From an optimization exercise on the open Yosys and OpenROAD flow, aimed at small area; shortcuts taken in it are not production practice. The RTL was checked by simulation tests, not by an equivalence proof against the original design. Power and IR drop assume default switching activity.

`flow/config.mk`:
```
export PLATFORM = sky130hd
export DESIGN_NAME = session_stat_counters
export DESIGN_NICKNAME = session_stat_counters
export VERILOG_FILES = /design/flow/design.v
export SDC_FILE = /design/flow/constraint.sdc
export NUM_CORES = 4
export LEC_CHECK = 0
export CAP_MARGIN = 20
export CORE_MARGIN = 2
export CORE_UTILIZATION = 40
export SLEW_MARGIN = 20
```
`flow/constraint.sdc`:
```
create_clock -name core_clock -period 7.0 [get_ports {clk_i}]
set_input_delay 1.4000 -clock core_clock [delete_from_list [all_inputs] [get_ports {clk_i}]]
set_output_delay 1.4000 -clock core_clock [all_outputs]
set_load 0.01 [all_outputs]
```
`flow/design.v`:
```
`timescale 1ns / 1ps
package ssc_pkg;
  localparam int MaxSessions = 1024;
  localparam int NumTotals   = 10;
  localparam int ModeW       = 4;
  localparam int AmountW     = 64;
  localparam int ActiveW     = 11;
  localparam int GaugeW      = $clog2(MaxSessions + 1);
  localparam int AddrW       = $clog2(NumTotals);
  typedef enum logic [ModeW-1:0] {
    MODE_CREATED   = 4'd0,
    MODE_CLOSED    = 4'd1,
    MODE_BYTES_C2B = 4'd2,
    MODE_BYTES_B2C = 4'd3,
    MODE_DGRAM_C2B = 4'd4,
    MODE_DGRAM_B2C = 4'd5,
    MODE_REJECTED  = 4'd6,
    MODE_DROPPED   = 4'd7,
    MODE_ERROR     = 4'd8,
    MODE_TIMEOUT   = 4'd9
  } ssc_mode_e;
  typedef struct packed {
    logic               en;
    logic [AddrW-1:0]   addr;
    logic [AmountW-1:0] data;
  } ssc_wr_t;
endpackage
`timescale 1ns / 1ps
module ssc_total_ram (
  input  logic                           clk_i,
  input  logic                           rst_ni,
  input  logic                           rd_en_i,
  input  logic [ssc_pkg::ModeW-1:0]      rd_addr_i,
  output logic [ssc_pkg::AmountW-1:0]    rd_data_o,
  input  ssc_pkg::ssc_wr_t               wr_i
);
  logic [ssc_pkg::AmountW-1:0]   mem [ssc_pkg::NumTotals];
  logic [ssc_pkg::NumTotals-1:0] vld_q;
  logic [ssc_pkg::AmountW-1:0]   rd_data_q;
  logic [ssc_pkg::AddrW-1:0]     rd_idx;
  logic                          rd_in_range;
  logic                          rd_hit_wr;
  assign rd_idx      = rd_addr_i[ssc_pkg::AddrW-1:0];
  assign rd_in_range = (rd_addr_i < ssc_pkg::ModeW'(ssc_pkg::NumTotals));
  assign rd_hit_wr   = wr_i.en && (wr_i.addr == rd_idx);
  always_ff @(posedge clk_i or negedge rst_ni) begin
    if (!rst_ni) begin
      vld_q <= '0;
    end else if (wr_i.en) begin
      vld_q[wr_i.addr] <= 1'b1;
    end
  end
  always_ff @(posedge clk_i) begin
    if (wr_i.en) begin
      mem[wr_i.addr] <= wr_i.data;
    end
    if (rd_en_i) begin
      if (!rd_in_range) begin
        rd_data_q <= '0;
      end else if (rd_hit_wr) begin
        rd_data_q <= wr_i.data;
      end else if (vld_q[rd_idx]) begin
        rd_data_q <= mem[rd_idx];
      end else begin
        rd_data_q <= '0;
      end
    end
  end
  assign rd_data_o = rd_data_q;
endmodule
`timescale 1ns / 1ps
module session_stat_counters (
  input  logic                             clk_i,
  input  logic                             rst_ni,
  input  logic                             start,
  output logic                             busy,
  input  logic [ssc_pkg::ModeW-1:0]        mode_i,
  input  logic [ssc_pkg::AmountW-1:0]      amount_i,
  output logic                             valid_o,
  output logic                             accepted_o,
  output logic [ssc_pkg::AmountW-1:0]      total_value_o,
  output logic [ssc_pkg::ActiveW-1:0]      active_sessions_o,
  output logic                             saturated_o,
  input  logic                             cfg_valid_i,
  output logic                             cfg_ready_o,
  input  logic                             cfg_data_i
);
  localparam logic [ssc_pkg::GaugeW-1:0] MaxGauge = ssc_pkg::GaugeW'(ssc_pkg::MaxSessions);
  logic                          accept;
  logic                          udp_q;
  logic                          s1_valid_q;
  logic [ssc_pkg::ModeW-1:0]     s1_mode_q;
  logic [ssc_pkg::AmountW-1:0]   s1_amount_q;
  logic [ssc_pkg::AmountW-1:0]   cur_total;
  logic [ssc_pkg::AmountW-1:0]   new_total;
  logic                          hits_top;
  logic                          ok;
  logic                          amount_is_one;
  ssc_pkg::ssc_wr_t              wr;
  logic [ssc_pkg::GaugeW-1:0]    gauge_q, gauge_d;
  logic                          sat_q, sat_d;
  logic                          valid_q;
  logic                          accepted_q;
  logic [ssc_pkg::AmountW-1:0]   total_q;
  assign busy        = 1'b0;
  assign accept      = start && !busy;
  assign cfg_ready_o = 1'b1;
  always_ff @(posedge clk_i or negedge rst_ni) begin
    if (!rst_ni) begin
      udp_q <= 1'b0;
    end else if (cfg_valid_i && cfg_ready_o) begin
      udp_q <= cfg_data_i;
    end
  end
  ssc_total_ram u_ram (
    .clk_i     (clk_i),
    .rst_ni    (rst_ni),
    .rd_en_i   (accept),
    .rd_addr_i (mode_i),
    .rd_data_o (cur_total),
    .wr_i      (wr)
  );
  always_ff @(posedge clk_i or negedge rst_ni) begin
    if (!rst_ni) begin
      s1_valid_q <= 1'b0;
    end else begin
      s1_valid_q <= accept;
    end
  end
  always_ff @(posedge clk_i) begin
    if (accept) begin
      s1_mode_q   <= mode_i;
      s1_amount_q <= amount_i;
    end
  end
  assign amount_is_one = (s1_amount_q == ssc_pkg::AmountW'(1));
  always_comb begin
    case (s1_mode_q)
      ssc_pkg::MODE_CREATED:
        ok = amount_is_one && (gauge_q < MaxGauge);
      ssc_pkg::MODE_CLOSED:
        ok = amount_is_one && (gauge_q != '0);
      ssc_pkg::MODE_DGRAM_C2B, ssc_pkg::MODE_DGRAM_B2C, ssc_pkg::MODE_DROPPED:
        ok = udp_q;
      ssc_pkg::MODE_BYTES_C2B, ssc_pkg::MODE_BYTES_B2C, ssc_pkg::MODE_REJECTED,
      ssc_pkg::MODE_ERROR, ssc_pkg::MODE_TIMEOUT:
        ok = 1'b1;
      default:
        ok = 1'b0;
    endcase
  end
  assign hits_top  = (s1_amount_q >= ~cur_total);
  assign new_total = hits_top ? '1 : (cur_total + s1_amount_q);
  assign wr.en   = s1_valid_q && ok;
  assign wr.addr = s1_mode_q[ssc_pkg::AddrW-1:0];
  assign wr.data = new_total;
  always_comb begin
    gauge_d = gauge_q;
    sat_d   = sat_q;
    if (wr.en) begin
      if (s1_mode_q == ssc_pkg::MODE_CREATED) begin
        gauge_d = gauge_q + ssc_pkg::GaugeW'(1);
      end else if (s1_mode_q == ssc_pkg::MODE_CLOSED) begin
        gauge_d = gauge_q - ssc_pkg::GaugeW'(1);
      end
      if (hits_top) begin
        sat_d = 1'b1;
      end
    end
  end
  always_ff @(posedge clk_i or negedge rst_ni) begin
    if (!rst_ni) begin
      gauge_q <= '0;
      sat_q   <= 1'b0;
      valid_q <= 1'b0;
    end else begin
      gauge_q <= gauge_d;
      sat_q   <= sat_d;
      valid_q <= s1_valid_q;
    end
  end
  always_ff @(posedge clk_i) begin
    if (s1_valid_q) begin
      accepted_q <= ok;
      total_q    <= ok ? new_total : '0;
    end
  end
  assign valid_o           = valid_q;
  assign accepted_o        = accepted_q;
  assign total_value_o     = total_q;
  assign active_sessions_o = gauge_q[ssc_pkg::ActiveW-1:0];
  assign saturated_o       = sat_q;
endmodule
```
`flow/run.sh`:
```
#!/bin/bash
# synth_recipe.tcl (not shown) runs the flow's synth.tcl, then flattens the netlist and writes it again
# the make line also repeats each setting of config.mk as NAME=value (left out here)
make -C /OpenROAD-flow-scripts/flow DESIGN_CONFIG=/design/flow/config.mk WORK_HOME=/design/flow/orfs CLKGATE_MAP_FILE= SYNTH_SCRIPT=/design/flow/synth_recipe.tcl finish
```
==> report_table.html <==
<table>
<tr><th>Metric</th><th>Value</th></tr>
<tr><th colspan="2">CTS</th></tr>
<tr><td>Clock tree from TritonCTS</td><td>yes</td></tr>
<tr><td>CTS Hold Bufs</td><td>0</td></tr>
<tr><td>Clock insertion delay at the later pin of the skew report</td><td>about 700 ps</td></tr>
<tr><td>TritonCTS sink count</td><td>around 860</td></tr>
<tr><td>Reg clk slew, reported paths</td><td>roughly 60 ps</td></tr>
<tr><td>Cts repair resizes</td><td>0</td></tr>
<tr><td>Clock tree buffer depth</td><td>3</td></tr>
<tr><td>Setup Buffers After CTS</td><td>0</td></tr>
<tr><td>Clk Tree Root Cell</td><td>sky130_fd_sc_hd__clkbuf_16</td></tr>
<tr><td>CTS H-tree lvls</td><td>3</td></tr>
<tr><td>Cts bufs inserted</td><td>92</td></tr>
<tr><th colspan="2">Synthesis</th></tr>
<tr><td>Cell accounting for the most synthesized area</td><td>sky130_fd_sc_hd__edfxtp_1</td></tr>
<tr><td>Async set-reset flop share out of synthesis</td><td>2.90%</td></tr>
<tr><td>Number of flops mapped to enable cells by yosys</td><td>837</td></tr>
<tr><td>Count of distinct cell types in the synthesized netlist</td><td>between 80 and 90</td></tr>
<tr><td>Count of mapped cells out of synthesis</td><td>between 2000 and 2500</td></tr>
<tr><td>Share of synthesized cell area in full adder, half adder and majority cells</td><td>approximately 2.8%</td></tr>
<tr><td>Top cells by count, synth</td><td>sky130_fd_sc_hd__edfxtp_1 (837), sky130_fd_sc_hd__a21oi_1 (199), sky130_fd_sc_hd__nand2_1 (173), sky130_fd_sc_hd__mux4_2 (130), sky130_fd_sc_hd__nor2_1 (115)</td></tr>
<tr><td>Top FF cell, synth</td><td>sky130_fd_sc_hd__edfxtp_1</td></tr>
<tr><td>Flop and latch count out of synthesis</td><td>between 800 and 900</td></tr>
<tr><td>Yosys warnings</td><td>2</td></tr>
<tr><td>Area fraction in compound gates after synthesis</td><td>8.83%</td></tr>
<tr><td>Mux share of post-synthesis cell area</td><td>9.62%</td></tr>
<tr><td>Parity-gate share of the synthesized area counting xor and xnor cells</td><td>1.65%</td></tr>
<tr><td>Post-synthesis simple-gate area fraction</td><td>6.85%</td></tr>
<tr><td>Dominant combinational cell family by area after synthesis</td><td>multiplexers</td></tr>
<tr><td>Post-synthesis instance area</td><td>37700 sq um</td></tr>
<tr><td>Proportion of netlist area held by the largest area contributor</td><td>66.6%</td></tr>
<tr><td>Synthesized area divided by synthesized cell count</td><td>15.5 sq um</td></tr>
<tr><td>Post-synth net total</td><td>2595</td></tr>
<tr><td>Portion of the post-synthesis area used by sequential elements</td><td>68.3%</td></tr>
<tr><td>Most frequent cell after synthesis</td><td>sky130_fd_sc_hd__edfxtp_1</td></tr>
<tr><td>Leading post-synthesis cells by cell area</td><td>sky130_fd_sc_hd__edfxtp_1 (67%), sky130_fd_sc_hd__mux4_2 (7.8%), sky130_fd_sc_hd__ha_1 (2.7%), sky130_fd_sc_hd__a21oi_1 (2.6%), sky130_fd_sc_hd__mux2i_1 (1.8%)</td></tr>
<tr><th colspan="2">Placed design</th></tr>
<tr><td>Detailed-placement wirelength estimate</td><td>about 71 mm</td></tr>
<tr><td>Buffers added on ports</td><td>150</td></tr>
<tr><td>Instance count after placement with tap cells included</td><td>3750</td></tr>
<tr><td>GP Congestion</td><td>0.961</td></tr>
<tr><th colspan="2">Timing</th></tr>
<tr><td>Final setup fails</td><td>0</td></tr>
<tr><td>Setup repair after global routing missed its margin</td><td>false</td></tr>
<tr><td>Remaining max-slew budget at the tightest pin</td><td>22.2%</td></tr>
<tr><td>Highest clock frequency the design can meet</td><td>a little over 0.2 GHz</td></tr>
<tr><td>Fin crit share</td><td>70.7%</td></tr>
<tr><td>Post-Route Setup TNS</td><td>0 ps</td></tr>
<tr><td>Worst-margin pin slew</td><td>between 1000 and 1500 ps</td></tr>
<tr><td>Count of final hold-check violations</td><td>0</td></tr>
<tr><td>Final worst path period need</td><td>4950 ps</td></tr>
<tr><td>Total count of max-transition violations in the final report</td><td>0</td></tr>
<tr><td>Final clock skew</td><td>39.5 ps</td></tr>
<tr><th colspan="2">Pwr</th></tr>
<tr><td>Leakage power</td><td>~15 nW</td></tr>
<tr><td>Peak VDD IR</td><td>201 uV</td></tr>
<tr><td>Power per unit of standard cell area</td><td>between 300 and 400 nW/um^2</td></tr>
<tr><th colspan="2">Final layout</th></tr>
<tr><td>Area growth syn-to-layout</td><td>16.5%</td></tr>
<tr><td>Number of standard cells in the final layout excluding fillers</td><td>between 3000 and 4000</td></tr>
<tr><td>Count of inserted antenna diode cells</td><td>0</td></tr>
<tr><td>Fraction of final layout cells sized beyond drive strength 1</td><td>about 14%</td></tr>
<tr><td>Final nets</td><td>2746</td></tr>
<tr><th colspan="2">Drt</th></tr>
<tr><td>Drt initial violations</td><td>around 2600</td></tr>
<tr><td>Remaining DRCs</td><td>0</td></tr>
<tr><td>Vias per Instance</td><td>5.83</td></tr>
<tr><td>Via count</td><td>roughly 23000</td></tr>
<tr><td>Per-cell routed wire length</td><td>27.5 microns</td></tr>
<tr><td>Number of nets with antenna violations after routing</td><td>0</td></tr>
<tr><td>First-pass iteration count of the detailed router</td><td>5</td></tr>
<tr><td>Overall routed net length</td><td>108 mm</td></tr>
<tr><th colspan="2">Worst setup path</th></tr>
<tr><td>Crit. End Element</td><td>register</td></tr>
<tr><td>Startpoint kind of the worst setup timing path</td><td>register</td></tr>
<tr><td>Crit Path Class</td><td>register to register</td></tr>
<tr><td>CP arrival</td><td>5320 ps</td></tr>
<tr><td>Maximum fanout count along the critical path</td><td>54</td></tr>
<tr><td>Required time reported for the critical path endpoint</td><td>7370 ps</td></tr>
<tr><th colspan="2">Worst hold path</th></tr>
<tr><td>Path class of the lowest-slack min-delay path</td><td>register to register</td></tr>
<tr><th colspan="2">Status</th></tr>
<tr><td>Outcome</td><td>complete, no violations</td></tr>
<tr><th colspan="2">Floorplanning</th></tr>
<tr><td>Vertical extent of the die</td><td>311 microns</td></tr>
<tr><td>Die X-Extent</td><td>a little over 300 microns</td></tr>
<tr><td>Floorplan row count</td><td>112</td></tr>
<tr><td>Core area</td><td>93500 sq um</td></tr>
<tr><td>Initial Util</td><td>40.4%</td></tr>
<tr><td>Count of boundary I/O pins</td><td>153</td></tr>
<tr><td>Total die area</td><td>96800 sq um</td></tr>
<tr><th colspan="2">Job</th></tr>
<tr><td>Maximum Capacitance Violations</td><td>0</td></tr>
<tr><th colspan="2">Global route</th></tr>
<tr><td>Final global-route overflow total</td><td>0</td></tr>
<tr><td>Vias in the first global route</td><td>22834</td></tr>
<tr><td>Wire length of the first global-routing pass</td><td>158 mm</td></tr>
<tr><td>Number of antenna violations at the first check in global routing</td><td>4</td></tr>
<tr><td>All-layer global routing usage</td><td>roughly 22%</td></tr>
<tr><td>Largest net degree at the start of global routing</td><td>106</td></tr>
</table>
[layout make-up]
type	instances	area (sq um)
fillers	8068	49500
inverters	34	133
well taps	1254	1570
clock inverters	69	943
flip-flops and latches	862	25800
multi-input cells	1404	11300
repair buffers	196	1870
clock buffers	105	2380
[sequential cells by signal, summed over array words and instances (netlist names), 4 cells and up]
name,count
s1_mode_q,4
u_ram.rd_data_q,64
s1_amount_q,64
u_ram.vld_q,10
u_ram.mem,640
gauge_q,11
total_q,64
[power breakdown]
group,leakage (nW),switching [mW],internal [mW]
combinational,5.32,1.58,0.728
sequential,8.03,0.136,6.25
clock,1.61,2.14,3.18
[cells in the final DEF (no fill, tap or decap), types with 7 or more instances in the layout]
cell type                         instances
sky130_fd_sc_hd__a211oi_1                73
sky130_fd_sc_hd__a21o_1                  32
sky130_fd_sc_hd__a21oi_1                199
sky130_fd_sc_hd__a22oi_1                 26
sky130_fd_sc_hd__and2_1                  26
sky130_fd_sc_hd__and3_1                  11
sky130_fd_sc_hd__and3_4                   7
sky130_fd_sc_hd__buf_4                   46
sky130_fd_sc_hd__bufinv_16               19
sky130_fd_sc_hd__clkbuf_1                11
sky130_fd_sc_hd__clkbuf_16               93
sky130_fd_sc_hd__clkdlybuf4s50_1        144
sky130_fd_sc_hd__clkinv_1                11
sky130_fd_sc_hd__clkinv_2                16
sky130_fd_sc_hd__dfrtp_1                 24
sky130_fd_sc_hd__edfxtp_1               837
sky130_fd_sc_hd__ha_1                    81
sky130_fd_sc_hd__inv_1                   33
sky130_fd_sc_hd__inv_6                    8
sky130_fd_sc_hd__mux2i_1                 68
sky130_fd_sc_hd__mux4_2                 130
sky130_fd_sc_hd__nand2_1                173
sky130_fd_sc_hd__nand2b_1                10
sky130_fd_sc_hd__nand3_1                 20
sky130_fd_sc_hd__nand4_1                 28
sky130_fd_sc_hd__nor2_1                 111
sky130_fd_sc_hd__nor2b_1                 69
sky130_fd_sc_hd__nor3_1                  16
sky130_fd_sc_hd__nor4_1                  20
sky130_fd_sc_hd__o211ai_1                20
sky130_fd_sc_hd__o21a_1                  10
sky130_fd_sc_hd__o21ai_0                 75
sky130_fd_sc_hd__o21bai_1                16
sky130_fd_sc_hd__xnor2_1                 31
sky130_fd_sc_hd__xor2_1                  40
[cell families (layout without fill, tap and decap cells)]
kind of cell / count (synthesis) / count (layout)
AO/OA/AOI/OAI: 520 / 520
other: 2 / 2
AND/OR/NAND/NOR: 528 / 528
XOR/XNOR: 71 / 71
flip-flops: 862 / 862
buffers and inverters: 173 / 404
multiplexers: 200 / 200
adder cells (fa/ha/maj): 83 / 83
[through the flow]
stage / hold slack, ps / utilization [%] / power (mW) / setup WS [ps] / area [sq um]
final: 454 / 47.0 / 14.0 / 2050 / 44000
after global routing: 465 / 47.0 / 14.5 / 1760 / 44000
after CTS: 458 / 47.0 / 14.1 / 2090 / 44000
after detailed placement: 442 / 43.5 / 8.76 / 2080 / 40600
after global placement: 438 / 43.5 / 8.70 / 2250 / 40600
after floorplan: 423 / - / 7.75 / 1570 / 37700
[worst max-delay path, stage by stage, from the launching register on]
cell,delay (ps)
sky130_fd_sc_hd__edfxtp_1,530
sky130_fd_sc_hd__inv_1,170
sky130_fd_sc_hd__ha_1,340
sky130_fd_sc_hd__or3b_1,730
sky130_fd_sc_hd__nor2_1,200
sky130_fd_sc_hd__a21oi_1,130
sky130_fd_sc_hd__o21a_2,300
sky130_fd_sc_hd__inv_6,280
sky130_fd_sc_hd__nand2_1,300
sky130_fd_sc_hd__nor2_1,280
sky130_fd_sc_hd__and3_4,960
sky130_fd_sc_hd__buf_4,350
[final timing paths]
kind	startpoint	endpoint	slack, ps	cells past startpoint
max	s1_mode_q[0]	u_ram.mem[8][29]	2050	11
min	u_ram.vld_q[3]	u_ram.vld_q[3]	450	1
max reg2reg	s1_mode_q[0]	u_ram.mem[8][29]	2050	11
min reg2reg	u_ram.vld_q[3]	u_ram.vld_q[3]	450	1
max in group asynchronous	rst_ni	s1_valid_q	5840	1
min in group asynchronous	rst_ni	gauge_q[4]	720	1
[per-layer routing]
layer | vias up | GRT usage, % | wire length (microns)
met2 | 1051 | 33.6 | 48900
met5 | - | 0 | 13
met3 | 147 | 4.35 | 9140
met1 | 11781 | 32.2 | 47100
met4 | 2 | 6.54 | 2730
li1 | 9894 | - | -

[afterwards: timing with drivers on the ports]
The results above use ideal ports. As a check the final layout listed here was re-extracted and re-timed, cells and wires unchanged.
Step 1 sets driving cells, clkbuf_16 on the clock port and buf_2 on the other inputs (assumed; they add their load-dependent delay and slew).
Step 2, shift: input delay + t, output delay - t, t = (earliest + latest rising clock arrival at the registers) / 2. This alone moves slack from input paths to output paths.
Slacks: no drivers / after step 1 / after step 2; pairs: no drivers / after step 1.
shift t [ns]: 0.742
slack for setup (ns): 2.049 / 2.049 / 2.049
hold slack, ns: 0.454 / 0.454 / 0.454
worst setup path at the end: register to register
cell pins on the clock port's net: 1
After both steps this run still meets setup and hold. For this run, drivers alone change the setup slack by 0.000 ns; drivers and shift together by 0.000 ns.
